Background: an optimization exercise with open tools, aiming at small area. Do not read the settings as production practice.
In this exercise RTL edits were held to simulation tests only and were not proved equivalent to the original.

==> run a <==
==> flow/design.v <==
`timescale 1ns/1ns
package edu_core_pkg;
	typedef logic [63:0] word_t;
	typedef logic [31:0] instr_t;
	typedef logic [4:0]  reg_idx_t;
	typedef logic [3:0]  nzcv_t;
	typedef logic [1:0]  mem_size_t;
	typedef logic [1:0]  alu_cmd_t;
	localparam mem_size_t SIZE_B = 2'b00;
	localparam mem_size_t SIZE_W = 2'b10;
	localparam mem_size_t SIZE_D = 2'b11;
	localparam alu_cmd_t ALU_AND = 2'b00;
	localparam alu_cmd_t ALU_ORR = 2'b01;
	localparam alu_cmd_t ALU_EOR = 2'b10;
	localparam alu_cmd_t ALU_ADD = 2'b11;
	localparam instr_t     INST_NOP = 32'hd503_201f;
	localparam reg_idx_t   REG_ZERO = 5'd31;
	localparam logic [3:0] COND_AL  = 4'b1110;
	localparam instr_t MASK_ADDSUB_IMM  = 32'h1fc0_0000;
	localparam instr_t MATCH_ADDSUB_IMM = 32'h1100_0000;
	localparam instr_t MASK_ADDSUB_REG  = 32'h1fe0_fc00;
	localparam instr_t MATCH_ADDSUB_REG = 32'h0b00_0000;
	localparam instr_t MASK_LOGIC_REG   = 32'h1fe0_fc00;
	localparam instr_t MATCH_LOGIC_REG  = 32'h0a00_0000;
	localparam instr_t MASK_LDST_UIMM   = 32'h3f80_0000;
	localparam instr_t MATCH_LDST_UIMM  = 32'h3900_0000;
	localparam instr_t MASK_B           = 32'hfc00_0000;
	localparam instr_t MATCH_B          = 32'h1400_0000;
	localparam instr_t MASK_BCOND       = 32'hff00_0010;
	localparam instr_t MATCH_BCOND      = 32'h5400_0000;
endpackage
`timescale 1ns/1ns
`timescale 1ns/1ns
`timescale 1ns/1ns
module reg_file (
	input  logic     clk,
	input  logic     run,
	input  edu_core_pkg::reg_idx_t rd_idx_a,
	input  edu_core_pkg::reg_idx_t rd_idx_b,
	input  logic     sel_ext_a,
	input  edu_core_pkg::word_t    ext_a,
	output edu_core_pkg::word_t    rd_a,
	output edu_core_pkg::word_t    rd_b,
	input  logic     wb_en,
	input  edu_core_pkg::reg_idx_t wb_idx,
	input  edu_core_pkg::word_t    wb_data
);
	logic [30:0][63:0] regs;
	logic [30:0] sel_a;
	logic [30:0] sel_b;
	for (genvar i = 0; i < 31; i++) begin : g_reg
		always_ff @(posedge clk) begin
			if (run && wb_en && wb_idx == 5'(i)) begin
				regs[i] <= wb_data;
			end
		end
		assign sel_a[i] = !sel_ext_a && rd_idx_a == 5'(i);
		assign sel_b[i] = rd_idx_b == 5'(i);
	end
	reg_read u_read (
		.regs (regs),
		.sel_a(sel_a),
		.sel_b(sel_b),
		.sel_ext_a(sel_ext_a),
		.ext_a(ext_a),
		.rd_a (rd_a),
		.rd_b (rd_b)
	);
endmodule
module reg_read (
	input  logic [30:0][63:0] regs,
	input  logic [30:0] sel_a,
	input  logic [30:0] sel_b,
	input  logic     sel_ext_a,
	input  edu_core_pkg::word_t    ext_a,
	output edu_core_pkg::word_t    rd_a,
	output edu_core_pkg::word_t    rd_b
);
	always_comb begin
		rd_a = {64{sel_ext_a}} & ext_a;
		rd_b = '0;
		for (int i = 0; i < 31; i++) begin
			rd_a = rd_a | ({64{sel_a[i]}} & regs[i]);
			rd_b = rd_b | ({64{sel_b[i]}} & regs[i]);
		end
	end
endmodule
`timescale 1ns/1ns
`timescale 1ns/1ns
`timescale 1ns/1ns
module edu_core (
	input  logic      clk,
	input  logic      nreset,
	input  logic      clk_en,
	output edu_core_pkg::word_t     instr_addr,
	output logic      instr_en,
	input  edu_core_pkg::instr_t    instr_data,
	output edu_core_pkg::word_t     data_addr,
	output edu_core_pkg::word_t     data_wdata,
	output edu_core_pkg::mem_size_t data_size,
	output logic      data_read,
	output logic      data_write,
	input  edu_core_pkg::word_t     data_rdata,
	output logic      error_flag
);
	logic nreset_sync;
	logic run;
	always_ff @(posedge clk or negedge nreset) begin
		if (!nreset) begin
			nreset_sync <= 1'b0;
		end else if (clk_en) begin
			nreset_sync <= 1'b1;
		end
	end
	assign run      = clk_en && !error_flag && nreset_sync;
	assign instr_en = nreset_sync;
	logic instr_valid;
	logic is_addsub_imm, is_addsub_reg, is_addsub, is_logic_reg, is_ldst;
	logic is_b, is_bcond, is_nop, known;
	edu_core_pkg::instr_t e_instr;
	logic e_set_flags, e_branch, e_read, e_write, e_wr_en;
	assign is_addsub_imm = (instr_data & edu_core_pkg::MASK_ADDSUB_IMM) == edu_core_pkg::MATCH_ADDSUB_IMM;
	assign is_addsub_reg = (instr_data & edu_core_pkg::MASK_ADDSUB_REG) == edu_core_pkg::MATCH_ADDSUB_REG;
	assign is_addsub     = is_addsub_imm || is_addsub_reg;
	assign is_logic_reg  = ((instr_data & edu_core_pkg::MASK_LOGIC_REG) == edu_core_pkg::MATCH_LOGIC_REG) &&
		(instr_data[30:29] != 2'b11);
	assign is_ldst       = ((instr_data & edu_core_pkg::MASK_LDST_UIMM) == edu_core_pkg::MATCH_LDST_UIMM) &&
		(instr_data[31:30] != 2'b01);
	assign is_b          = (instr_data & edu_core_pkg::MASK_B) == edu_core_pkg::MATCH_B;
	assign is_bcond      = (instr_data & edu_core_pkg::MASK_BCOND) == edu_core_pkg::MATCH_BCOND;
	assign is_nop        = instr_data == edu_core_pkg::INST_NOP;
	assign known = is_addsub || is_logic_reg || is_ldst || is_b || is_bcond || is_nop;
	always_ff @(posedge clk or negedge nreset) begin
		if (!nreset) begin
			instr_valid <= 1'b0;
			error_flag  <= 1'b0;
			e_set_flags <= 1'b0;
			e_branch    <= 1'b0;
			e_read      <= 1'b0;
			e_write     <= 1'b0;
			e_wr_en     <= 1'b0;
		end else if (run) begin
			instr_valid <= 1'b1;
			error_flag  <= instr_valid && !known;
			e_set_flags <= instr_valid && is_addsub && instr_data[29];
			e_branch    <= instr_valid && (is_b || is_bcond);
			e_read      <= instr_valid && is_ldst && instr_data[22];
			e_write     <= instr_valid && is_ldst && !instr_data[22];
			e_wr_en     <= instr_valid && (is_addsub || is_logic_reg || (is_ldst && instr_data[22]));
		end
	end
	always_ff @(posedge clk) begin
		if (run) begin
			e_instr <= instr_data;
		end
	end
	edu_core_pkg::word_t pc_e;
	edu_core_pkg::word_t rd_a, rd_b, op_n, op_m, b_op, imm;
	edu_core_pkg::reg_idx_t idx_b;
	logic e_ldst, e_alu, use_imm, is_logic, invert_b, sf;
	logic [1:0] alu_cmd;
	logic wb_en;
	edu_core_pkg::reg_idx_t wb_idx;
	edu_core_pkg::word_t wb_data;
	assign e_ldst   = e_read || e_write;
	assign e_alu    = !e_ldst && !e_branch;
	assign use_imm  = e_instr[28];
	assign is_logic = e_alu && !e_instr[28] && !e_instr[24];
	assign invert_b = e_alu && !is_logic && e_instr[30];
	assign sf       = e_alu ? e_instr[31] : 1'b1;
	assign alu_cmd  = is_logic ? e_instr[30:29] : edu_core_pkg::ALU_ADD;
	assign idx_b = e_write ? e_instr[4:0] : e_instr[20:16];
	reg_file u_regs (
		.clk      (clk),
		.run      (run),
		.rd_idx_a (e_instr[9:5]),
		.rd_idx_b (idx_b),
		.sel_ext_a(e_branch),
		.ext_a    (pc_e),
		.rd_a     (rd_a),
		.rd_b     (rd_b),
		.wb_en    (wb_en),
		.wb_idx   (wb_idx),
		.wb_data  (wb_data)
	);
	always_comb begin
		if (e_branch) begin
			imm = e_instr[30] ? {{43{e_instr[23]}}, e_instr[23:5], 2'b00} :
				{{36{e_instr[25]}}, e_instr[25:0], 2'b00};
		end else if (e_ldst) begin
			imm = edu_core_pkg::word_t'(e_instr[21:10]) << e_instr[31:30];
		end else begin
			imm = edu_core_pkg::word_t'(e_instr[21:10]);
		end
	end
	assign op_n = rd_a;
	assign op_m = use_imm ? imm : rd_b;
	logic [64:0] sum64;
	logic        c32;
	edu_core_pkg::word_t alu_raw, alu_result;
	logic [2:0]  alu_ncv, ncv;
	edu_core_pkg::nzcv_t nzcv;
	logic [3:0]  cond;
	logic        cond_ok, branch_taken;
	assign b_op  = invert_b ? ~op_m : op_m;
	assign sum64 = {1'b0, op_n} + {1'b0, b_op} + 65'(invert_b);
	assign c32   = sum64[32] ^ op_n[32] ^ b_op[32];
	always_comb begin
		case (alu_cmd)
			edu_core_pkg::ALU_AND: alu_raw = op_n & b_op;
			edu_core_pkg::ALU_ORR: alu_raw = op_n | b_op;
			edu_core_pkg::ALU_EOR: alu_raw = op_n ^ b_op;
			default: alu_raw = sum64[63:0];
		endcase
	end
	assign alu_result = sf ? alu_raw : {32'b0, alu_raw[31:0]};
	assign alu_ncv[2] = sf ? alu_result[63] : alu_result[31];
	assign alu_ncv[1] = sf ? sum64[64] : c32;
	assign alu_ncv[0] = sf ?
		(op_n[63] == b_op[63]) && (sum64[63] != op_n[63]) :
		(op_n[31] == b_op[31]) && (sum64[31] != op_n[31]);
	logic z_pending, z_flag, z_now;
	always_ff @(posedge clk or negedge nreset) begin
		if (!nreset) begin
			ncv       <= '0;
			z_flag    <= 1'b0;
			z_pending <= 1'b0;
		end else if (run) begin
			if (e_set_flags) begin
				ncv <= alu_ncv;
			end else if (z_pending) begin
				z_flag <= z_now;
			end
			z_pending <= e_set_flags;
		end
	end
	assign z_now = z_pending ? ex_result == '0 : z_flag;
	assign cond = e_instr[30] ? e_instr[3:0] : edu_core_pkg::COND_AL;
	assign nzcv = {ncv[2], z_now, ncv[1:0]};
	always_comb begin
		case (cond[3:1])
			3'b000:  cond_ok = nzcv[2];
			3'b001:  cond_ok = nzcv[1];
			3'b010:  cond_ok = nzcv[3];
			3'b011:  cond_ok = nzcv[0];
			3'b100:  cond_ok = nzcv[1] && !nzcv[2];
			3'b101:  cond_ok = nzcv[3] == nzcv[0];
			3'b110:  cond_ok = (nzcv[3] == nzcv[0]) && !nzcv[2];
			default: cond_ok = 1'b1;
		endcase
		if (cond[0] && cond[3:1] != 3'b111) begin
			cond_ok = !cond_ok;
		end
	end
	assign branch_taken = e_branch && cond_ok;
	edu_core_pkg::word_t ex_result, mem_wdata;
	edu_core_pkg::mem_size_t ma_size;
	edu_core_pkg::reg_idx_t ma_wr_idx;
	logic ma_read, ma_write, ma_wr_en;
	always_ff @(posedge clk or negedge nreset) begin
		if (!nreset) begin
			ma_read  <= 1'b0;
			ma_write <= 1'b0;
			ma_wr_en <= 1'b0;
		end else if (run) begin
			ma_read  <= e_read;
			ma_write <= e_write;
			ma_wr_en <= e_wr_en;
		end
	end
	always_ff @(posedge clk) begin
		if (run) begin
			ex_result <= alu_result;
			mem_wdata <= rd_b;
			ma_size   <= e_instr[31:30];
			ma_wr_idx <= e_instr[4:0];
		end
	end
	assign data_addr  = ex_result;
	assign data_wdata = mem_wdata;
	assign data_size  = ma_size;
	assign data_read  = ma_read;
	assign data_write = ma_write;
	logic wb_load;
	edu_core_pkg::mem_size_t wb_size;
	edu_core_pkg::word_t wb_result, load_value;
	always_ff @(posedge clk or negedge nreset) begin
		if (!nreset) begin
			wb_en   <= 1'b0;
			wb_load <= 1'b0;
		end else if (run) begin
			wb_en   <= ma_wr_en;
			wb_load <= ma_read;
		end
	end
	always_ff @(posedge clk) begin
		if (run) begin
			wb_idx    <= ma_wr_idx;
			wb_size   <= ma_size;
			wb_result <= ex_result;
		end
	end
	always_comb begin
		case (wb_size)
			edu_core_pkg::SIZE_B:  load_value = {56'b0, data_rdata[7:0]};
			edu_core_pkg::SIZE_W:  load_value = {32'b0, data_rdata[31:0]};
			default: load_value = data_rdata;
		endcase
	end
	assign wb_data = wb_load ? load_value : wb_result;
	logic first_0, first_1;
	logic redir, redir_d;
	edu_core_pkg::word_t pc_d;
	always_ff @(posedge clk or negedge nreset) begin
		if (!nreset) begin
			first_0 <= 1'b1;
			first_1 <= 1'b1;
		end else if (run) begin
			first_0 <= 1'b0;
			first_1 <= first_0;
		end
	end
	assign pc_d       = first_1 ? '0 : redir_d ? wb_result : pc_e + edu_core_pkg::word_t'(4);
	assign instr_addr = first_0 ? '0 : redir ? ex_result : pc_d + edu_core_pkg::word_t'(4);
	always_ff @(posedge clk) begin
		if (run) begin
			pc_e    <= pc_d;
			redir   <= branch_taken;
			redir_d <= redir;
		end
	end
endmodule
==> flow/run.sh <==
#!/bin/bash
# synth_recipe.tcl (not shown) runs the flow's synth.tcl, then flattens the netlist and writes it again
# the make line also repeats each setting of config.mk as NAME=value (left out here)
make -C /OpenROAD-flow-scripts/flow DESIGN_CONFIG=/design/flow/config.mk WORK_HOME=/design/flow/orfs CLKGATE_MAP_FILE= SYNTH_SCRIPT=/design/flow/synth_recipe.tcl finish
==> flow/config.mk <==
export PLATFORM = sky130hd
export DESIGN_NAME = edu_core
export DESIGN_NICKNAME = edu_core
export VERILOG_FILES = /design/flow/design.v
export SDC_FILE = /design/flow/constraint.sdc
export NUM_CORES = 4
export LEC_CHECK = 0
export CAP_MARGIN = 20
export CORE_MARGIN = 2
export CORE_UTILIZATION = 50
export CTS_BUF_LIST = sky130_fd_sc_hd__clkbuf_8
export CTS_CLUSTER_SIZE = 24
export PLACE_DENSITY = 0.65
export SLEW_MARGIN = 20
export SYNTH_HIERARCHICAL = 1
==> flow/constraint.sdc <==
create_clock -name core_clock -period 6.5 [get_ports {clk}]
set_input_delay 1.3000 -clock core_clock [delete_from_list [all_inputs] [get_ports {clk}]]
set_output_delay 1.3000 -clock core_clock [all_outputs]
set_load 0.01 [all_outputs]
==> run b: changes against run a <==
--- a/flow/design.v
+++ b/flow/design.v
@@ -37,4 +37,6 @@
 	input  logic     run,
-	input  edu_core_pkg::reg_idx_t rd_idx_a,
-	input  edu_core_pkg::reg_idx_t rd_idx_b,
+	input  logic [3:0] hi_a,
+	input  logic [7:0] lo_a,
+	input  logic [3:0] hi_b,
+	input  logic [7:0] lo_b,
 	input  logic     sel_ext_a,
@@ -48,4 +50,4 @@
 	logic [30:0][63:0] regs;
-	logic [30:0] sel_a;
-	logic [30:0] sel_b;
+	logic [30:0] sel_a_n;
+	logic [30:0] sel_b_n;
 	for (genvar i = 0; i < 31; i++) begin : g_reg
@@ -56,4 +58,4 @@
 		end
-		assign sel_a[i] = !sel_ext_a && rd_idx_a == 5'(i);
-		assign sel_b[i] = rd_idx_b == 5'(i);
+		assign sel_a_n[i] = !(hi_a[i / 8] && lo_a[i % 8]);
+		assign sel_b_n[i] = !(hi_b[i / 8] && lo_b[i % 8]);
 	end
@@ -61,5 +63,7 @@
 		.regs (regs),
-		.sel_a(sel_a),
-		.sel_b(sel_b),
-		.sel_ext_a(sel_ext_a),
+		.sel_a_n(sel_a_n),
+		.sel_b_n(sel_b_n),
+		.sel_ext_a_n(!sel_ext_a),
+		.zero_a_n(!(hi_a[3] && lo_a[7])),
+		.zero_b_n(!(hi_b[3] && lo_b[7])),
 		.ext_a(ext_a),
@@ -71,5 +75,7 @@
 	input  logic [30:0][63:0] regs,
-	input  logic [30:0] sel_a,
-	input  logic [30:0] sel_b,
-	input  logic     sel_ext_a,
+	input  logic [30:0] sel_a_n,
+	input  logic [30:0] sel_b_n,
+	input  logic     sel_ext_a_n,
+	input  logic     zero_a_n,
+	input  logic     zero_b_n,
 	input  edu_core_pkg::word_t    ext_a,
@@ -79,7 +85,7 @@
 	always_comb begin
-		rd_a = {64{sel_ext_a}} & ext_a;
-		rd_b = '0;
+		rd_a = ({64{sel_ext_a_n}} | ext_a) & {64{zero_a_n}};
+		rd_b = {64{zero_b_n}};
 		for (int i = 0; i < 31; i++) begin
-			rd_a = rd_a | ({64{sel_a[i]}} & regs[i]);
-			rd_b = rd_b | ({64{sel_b[i]}} & regs[i]);
+			rd_a = rd_a & ({64{sel_a_n[i]}} | regs[i]);
+			rd_b = rd_b & ({64{sel_b_n[i]}} | regs[i]);
 		end
@@ -120,2 +126,5 @@
 	edu_core_pkg::instr_t e_instr;
+	edu_core_pkg::reg_idx_t d_idx_b;
+	logic [3:0] e_hi_a, e_hi_b;
+	logic [7:0] e_lo_a, e_lo_b;
 	logic e_set_flags, e_branch, e_read, e_write, e_wr_en;
@@ -151,2 +160,3 @@
 	end
+	assign d_idx_b = (is_ldst && !instr_data[22]) ? instr_data[4:0] : instr_data[20:16];
 	always_ff @(posedge clk) begin
@@ -154,9 +164,13 @@
 			e_instr <= instr_data;
+			e_hi_a  <= (is_b || is_bcond) ? 4'b0000 : 4'b0001 << instr_data[9:8];
+			e_lo_a  <= 8'b0000_0001 << instr_data[7:5];
+			e_hi_b  <= 4'b0001 << d_idx_b[4:3];
+			e_lo_b  <= 8'b0000_0001 << d_idx_b[2:0];
 		end
 	end
-	edu_core_pkg::word_t pc_e;
+	logic [63:2] pc_e;
 	edu_core_pkg::word_t rd_a, rd_b, op_n, op_m, b_op, imm;
-	edu_core_pkg::reg_idx_t idx_b;
 	logic e_ldst, e_alu, use_imm, is_logic, invert_b, sf;
 	logic [1:0] alu_cmd;
+	edu_core_pkg::word_t ex_result, mem_wdata;
 	logic wb_en;
@@ -171,3 +185,2 @@
 	assign alu_cmd  = is_logic ? e_instr[30:29] : edu_core_pkg::ALU_ADD;
-	assign idx_b = e_write ? e_instr[4:0] : e_instr[20:16];
 	reg_file u_regs (
@@ -175,6 +188,8 @@
 		.run      (run),
-		.rd_idx_a (e_instr[9:5]),
-		.rd_idx_b (idx_b),
+		.hi_a     (e_hi_a),
+		.lo_a     (e_lo_a),
+		.hi_b     (e_hi_b),
+		.lo_b     (e_lo_b),
 		.sel_ext_a(e_branch),
-		.ext_a    (pc_e),
+		.ext_a    ({pc_e, 2'b00}),
 		.rd_a     (rd_a),
@@ -190,5 +205,5 @@
 		end else if (e_ldst) begin
-			imm = edu_core_pkg::word_t'(e_instr[21:10]) << e_instr[31:30];
+			imm = {52'b0, e_instr[21:10]} << e_instr[31:30];
 		end else begin
-			imm = edu_core_pkg::word_t'(e_instr[21:10]);
+			imm = {52'b0, e_instr[21:10]};
 		end
@@ -198,5 +213,3 @@
 	logic [64:0] sum64;
-	logic        c32;
 	edu_core_pkg::word_t alu_raw, alu_result;
-	logic [2:0]  alu_ncv, ncv;
 	edu_core_pkg::nzcv_t nzcv;
@@ -206,3 +219,2 @@
 	assign sum64 = {1'b0, op_n} + {1'b0, b_op} + 65'(invert_b);
-	assign c32   = sum64[32] ^ op_n[32] ^ b_op[32];
 	always_comb begin
@@ -216,25 +228,29 @@
 	assign alu_result = sf ? alu_raw : {32'b0, alu_raw[31:0]};
-	assign alu_ncv[2] = sf ? alu_result[63] : alu_result[31];
-	assign alu_ncv[1] = sf ? sum64[64] : c32;
-	assign alu_ncv[0] = sf ?
-		(op_n[63] == b_op[63]) && (sum64[63] != op_n[63]) :
-		(op_n[31] == b_op[31]) && (sum64[31] != op_n[31]);
-	logic z_pending, z_flag, z_now;
+	logic flags_pending, f_a, f_b, f_sf, r_sign;
+	edu_core_pkg::nzcv_t nzcv_late, flags;
 	always_ff @(posedge clk or negedge nreset) begin
 		if (!nreset) begin
-			ncv       <= '0;
-			z_flag    <= 1'b0;
-			z_pending <= 1'b0;
+			flags         <= '0;
+			flags_pending <= 1'b0;
 		end else if (run) begin
-			if (e_set_flags) begin
-				ncv <= alu_ncv;
-			end else if (z_pending) begin
-				z_flag <= z_now;
+			if (!e_set_flags && flags_pending) begin
+				flags <= nzcv_late;
 			end
-			z_pending <= e_set_flags;
+			flags_pending <= e_set_flags;
+		end
+	end
+	always_ff @(posedge clk) begin
+		if (run && e_set_flags) begin
+			f_a  <= sf ? op_n[63] : op_n[31];
+			f_b  <= sf ? b_op[63] : b_op[31];
+			f_sf <= sf;
 		end
 	end
-	assign z_now = z_pending ? ex_result == '0 : z_flag;
+	assign r_sign       = f_sf ? ex_result[63] : ex_result[31];
+	assign nzcv_late[3] = r_sign;
+	assign nzcv_late[2] = ex_result == '0;
+	assign nzcv_late[1] = (f_a == f_b) ? f_a : !r_sign;
+	assign nzcv_late[0] = (f_a == f_b) && (r_sign != f_a);
+	assign nzcv         = flags_pending ? nzcv_late : flags;
 	assign cond = e_instr[30] ? e_instr[3:0] : edu_core_pkg::COND_AL;
-	assign nzcv = {ncv[2], z_now, ncv[1:0]};
 	always_comb begin
@@ -255,3 +271,2 @@
 	assign branch_taken = e_branch && cond_ok;
-	edu_core_pkg::word_t ex_result, mem_wdata;
 	edu_core_pkg::mem_size_t ma_size;
@@ -312,3 +327,3 @@
 	logic redir, redir_d;
-	edu_core_pkg::word_t pc_d;
+	logic [63:2] pc_d;
 	always_ff @(posedge clk or negedge nreset) begin
@@ -322,4 +337,5 @@
 	end
-	assign pc_d       = first_1 ? '0 : redir_d ? wb_result : pc_e + edu_core_pkg::word_t'(4);
-	assign instr_addr = first_0 ? '0 : redir ? ex_result : pc_d + edu_core_pkg::word_t'(4);
+	assign pc_d       = first_1 ? '0 : redir_d ? wb_result[63:2] : pc_e + 62'd1;
+	assign instr_addr[63:2] = first_0 ? '0 : redir ? ex_result[63:2] : pc_d + 62'd1;
+	assign instr_addr[1:0]  = 2'b00;
 	always_ff @(posedge clk) begin
==> flow/config.mk (replaced) <==
export PLATFORM = sky130hd
export DESIGN_NAME = edu_core
export DESIGN_NICKNAME = edu_core
export VERILOG_FILES = /design/flow/design.v
export SDC_FILE = /design/flow/constraint.sdc
export NUM_CORES = 4
export LEC_CHECK = 0
export CAP_MARGIN = 10
export CORE_MARGIN = 2
export CORE_UTILIZATION = 55
export PLACE_DENSITY = 0.65
export SETUP_SLACK_MARGIN = 0.3
export SLEW_MARGIN = 10
export SYNTH_HIERARCHICAL = 1
==> impl_metrics.json <==
{
  "status": "timing/DRC/antenna clean",
  "routed-via-count": 99717,
  "gp_congestion": 1.04,
  "grt_use_met2_pct": 74.2,
  "yosys.area_share.simple_pct": 10.4,
  "clkCellAreaFrac_pct": 6.25,
  "synth-xor-area-share_pct": 1.45,
  "viasPerCell": 8.08,
  "place_inst": 11761,
  "seqPwrFrac_pct": 46.9
}
# the run above: run b

==> impl_metrics.json <==
{
  "finalSetupViolCount": 3,
  "routed-via-count": 95937,
  "status": "complete, but fails checks",
  "grt-busiest-layer": "met2",
  "seqPwrFrac_pct": 55.8,
  "clkCellAreaFrac_pct": 5.54,
  "viasPerCell": 7.75,
  "place_inst": 11566,
  "setup_slack_ns": -0.101,
  "check.faults": "setup timing"
}
# the run above: run a

==> static timing again, ports no longer ideal <==
How much do the figures lean on ideal ports? The routed layouts below were timed once more, with nothing changed but the port constraints. Step 1 sets driving cells, clkbuf_16 on the clock port and buf_2 on the other inputs (assumed; they add their load-dependent delay and slew). Step 2 also shifts input and output timing later by t, the mid clock arrival at the registers, as if the neighbouring blocks saw the same clock. Slacks: ideal / step 1 / step 2; pairs: ideal / step 1.
| run | t, ns | setup WS [ns] | clock arrival spread, ns | slew at the worst register clock pin (ns) |
|---|---|---|---|---|
| run a | 1.176 | -0.101 / -0.193 / 0.002 | 0.103 / 0.103 | 0.07 / 0.07 |
| run b | 1.008 | 0.237 / 0.128 / 0.358 | 0.077 / 0.078 | 0.07 / 0.07 |
